From an optimization exercise on the open Yosys and OpenROAD flow, aimed at a short achievable clock period and few clock cycles; shortcuts taken in it are not production practice.
Only simulation tests tie the RTL to the original design; equivalence was not proved.
Power and IR drop assume default switching activity.

==> run a: inputs <==
## rv_muldiv
module rv_muldiv #(
  parameter int g_width = 32
) (
  input  logic               clk_i,
  input  logic               rst_n_i,
  input  logic               x_stall_i,
  input  logic               x_kill_i,
  input  logic               d_valid_i,
  input  logic               d_is_muldiv_i,
  input  logic [2:0]         d_fun_i,
  input  logic [g_width-1:0] d_rs1_i,
  input  logic [g_width-1:0] d_rs2_i,
  output logic               x_stall_req_o,
  output logic [g_width-1:0] x_rd_o,
  output logic               x_done_o
);
clock: 10.0 ns
lec_check: 0
cap_margin: 20
core_margin: 2
core_utilization: 35
place_density: 0.5
setup_slack_margin: 5
slew_margin: 20
synth_hierarchical: 1
tns_end_percent: 100
standard.sh (not shown) runs the stock make flow with config.mk's settings and CLKGATE_MAP_FILE= SYNTH_SCRIPT=/design/flow/synth_recipe.tcl, a recipe that flattens the netlist after the stock synthesis.
==> flow/flow/run.sh <==
#!/bin/bash
# The standard layout (the standard.sh: ORFS synthesis through finish),
# with one change: timing repair may swap a cell for one of another footprint
# (MATCH_CELL_FOOTPRINT=0), so the slow delay buffers that port buffering
# inserts can be replaced by ordinary buffers when they limit timing.
set -uo pipefail
bash standard.sh MATCH_CELL_FOOTPRINT=0 finish > run_standard.log 2>&1
status=$?
tail -20 run_standard.log
exit $status
==> run b (differences from run a) <==
Settings changed: TNS_END_PERCENT 100 to 10.
==> impl_metrics.tcl <==
set metrics [dict create \
    place_congestion 1.00 \
    fin_ws_ns 3.61 \
    cp_slowest_cell "fa_2" \
    fin_worst_skew_ns 0.0664 \
    clkPwrFrac 0.060 \
    hold_ws_ns 0.542 \
    max_stage_delay_ns 0.76 \
    inverters 773 \
    wl_met1_um 224000 \
    placed_area_mm2 0.113 \
    nets 15122 \
    n_all_buffers 1212 \
    outcome "no timing/DRC/antenna violations" \
]
Source of the figures above: run a

==> impl_metrics.tcl <==
set metrics [dict create \
    outcome "no timing/DRC/antenna violations" \
    place_congestion 1.00 \
    inverters 770 \
    grt_max_degree 174 \
    seq_cell_power_mw 6.09 \
    hold_ws_ns 0.535 \
    clkPwrFrac 0.064 \
    wl_met1_um 216000 \
    cp_slowest_cell "fa_1" \
    n_all_buffers 781 \
    fin_ws_ns 3.77 \
    fin_worst_skew_ns 0.0480 \
    nets 14675 \
    max_stage_delay_ns 0.62 \
]
Source of the figures above: run b

Testbench counts of run a, summed over its fixed seeds: cycles 7,866.
Testbench counts of run b, summed over its fixed seeds: cycles 7,866.

========
==> inputs of v14 <==
Another version of the RTL of rv_muldiv (not shown whole).
==> flow/design.v (excerpt) <==
module rv_muldiv #(
  parameter int g_width = 32
) (
  input  logic               clk_i,
  input  logic               rst_n_i,
  input  logic               x_stall_i,
  input  logic               x_kill_i,
  input  logic               d_valid_i,
  input  logic               d_is_muldiv_i,
  input  logic [2:0]         d_fun_i,
  input  logic [g_width-1:0] d_rs1_i,
  input  logic [g_width-1:0] d_rs2_i,
  output logic               x_stall_req_o,
  output logic [g_width-1:0] x_rd_o,
  output logic               x_done_o
);
  localparam int CsBits = 128;
  logic busy_div_q, done_q, idle, start;
  logic sel_div_q, sel_lo_q, sel_hi_q;
  logic div_none, div_last;
  logic [g_width-1:0] div_res;
  assign idle  = ~busy_div_q & ~done_q;
  assign start = rst_n_i & d_valid_i & d_is_muldiv_i & ~x_kill_i & idle;
  assign x_stall_req_o = ~x_kill_i & (busy_div_q | start);
  assign x_done_o      = ~x_kill_i & done_q;
  always_ff @(posedge clk_i or negedge rst_n_i) begin
    if (!rst_n_i) begin
      busy_div_q <= 1'b0;
      done_q     <= 1'b0;
    end else if (x_kill_i) begin
      busy_div_q <= 1'b0;
      done_q     <= 1'b0;
    end else if (idle) begin
      busy_div_q <= start & rv_defs::fun_is_div(d_fun_i) & ~div_none;
      done_q     <= start & ~(rv_defs::fun_is_div(d_fun_i) & ~div_none);
    end else if (busy_div_q) begin
      busy_div_q <= ~div_last;
      done_q     <= div_last;
    end else begin
      done_q     <= x_stall_i;
    end
  end
  always_ff @(posedge clk_i) begin
    if (idle) begin
      sel_div_q <= rv_defs::fun_is_div(d_fun_i);
      sel_lo_q  <= ~rv_defs::fun_is_div(d_fun_i) & (d_fun_i[1:0] == 2'b00);
      sel_hi_q  <= ~rv_defs::fun_is_div(d_fun_i) & (d_fun_i[1:0] != 2'b00);
    end
  end
  logic              a_sgn, b_sgn;
  logic [g_width:0]  mx, my;
  logic [CsBits-1:0] mul_cs_d, mul_cs_q;
  logic [2*g_width-1:0] prod;
  assign a_sgn = (d_fun_i[1:0] == 2'b01) | (d_fun_i[1:0] == 2'b10);
  assign b_sgn = (d_fun_i[1:0] == 2'b01);
  assign mx    = {a_sgn & d_rs1_i[g_width-1], d_rs1_i};
  assign my    = {b_sgn & d_rs2_i[g_width-1], d_rs2_i};
  rv_mul_s1 u_mul_s1 (.x(mx), .y(my), .cs(mul_cs_d));
  always_ff @(posedge clk_i) begin
    if (idle) mul_cs_q <= mul_cs_d;
  end
  rv_mul_s2 u_mul_s2 (.cs(mul_cs_q), .p(prod));
  rv_divider #(.g_width(g_width), .g_radix_bits(4)) u_divider (
  ...
Settings: LEC_CHECK=0, CAP_MARGIN=20, CORE_MARGIN=2, CORE_UTILIZATION=40, PLACE_DENSITY=0.5, SETUP_SLACK_MARGIN=5, SLEW_MARGIN=20, SYNTH_HIERARCHICAL=1, TNS_END_PERCENT=100; clock period 10.0 ns.
Scripts as last shown in full above: flow/flow/run.sh
==> v27: changes against v14 <==
--- a/flow/config.mk
+++ b/flow/config.mk
@@ -9,3 +9,3 @@
 export CORE_MARGIN = 2
-export CORE_UTILIZATION = 40
+export CORE_UTILIZATION = 35
 export PLACE_DENSITY = 0.5
@@ -14,2 +14,2 @@
 export SYNTH_HIERARCHICAL = 1
-export TNS_END_PERCENT = 100
+export TNS_END_PERCENT = 10
==> run notes <==
Result of the run: v14 finished clean; v27 finished clean
Met2 Resource Use GR: v14 71.12%; v27 55.94%
Launch point of the worst path: v14 d_fun_i[0]; v27 d_rs2_i[19]
Fraction of area in clock buffers and inverters: v14 1.996%; v27 2.027%
Post-CTS clock slew at the launch and capture registers of the worst setup and hold paths: v14 0.07 ns; v27 0.06 ns
Hpwl dp: v14 440300 um; v27 407800 um
Combinational fraction of design power: v14 81.5%; v27 80.2%
Clock network power: v14 3.11 mW; v27 2.97 mW
Count of nets after finishing: v14 15180; v27 14740
Multi-input gate area in the final layout: v14 0.09150 mm^2; v27 0.08769 mm^2
Maximum vdd drop: v14 0.0003182 V; v27 0.0004229 V
Fraction of cell area in non-clock buffers: v14 12.42%; v27 9.803%
Hold endpoint: v14 u_divider.arem_q[19]; v27 u_divider.arem_q[23]
Testbench counts of v14, summed over its fixed seeds: cycles 7,866.
Testbench counts of v27, summed over its fixed seeds: cycles 7,866.

-- static timing again, ports no longer ideal --
No port has a modelled driver above. Below, the same layouts with a new extraction and two added sets of constraints. Step 1: set_driving_cell puts a clkbuf_16 on clk_i and a buf_2 on each other input, an assumption about the parent block. Step 2 times the ports against the registers' clock, not the clock port: input delays grow and output delays shrink by t, the midpoint of the rising clock arrivals with the driver on. Three values: no drivers, after step 1, after step 2; two values: the first two.
| run | t (ns) | setup WS [ns] | cell pins on the clock port's net |
|---|---|---|---|
| run a | 0.828 | 3.607 / 3.360 / 2.532 | 1 |
| run b | 0.836 | 3.768 / 3.467 / 2.631 | 1 |
| v14 | 0.807 | 3.654 / 3.453 / 2.646 | 1 |
| v27 | 0.818 | 3.808 / 3.603 / 2.785 | 1 |
After both steps setup and hold are still met in every run listed. For run b, which loses most, drivers alone change the setup slack by -0.301 ns; drivers and shift together by -1.137 ns.
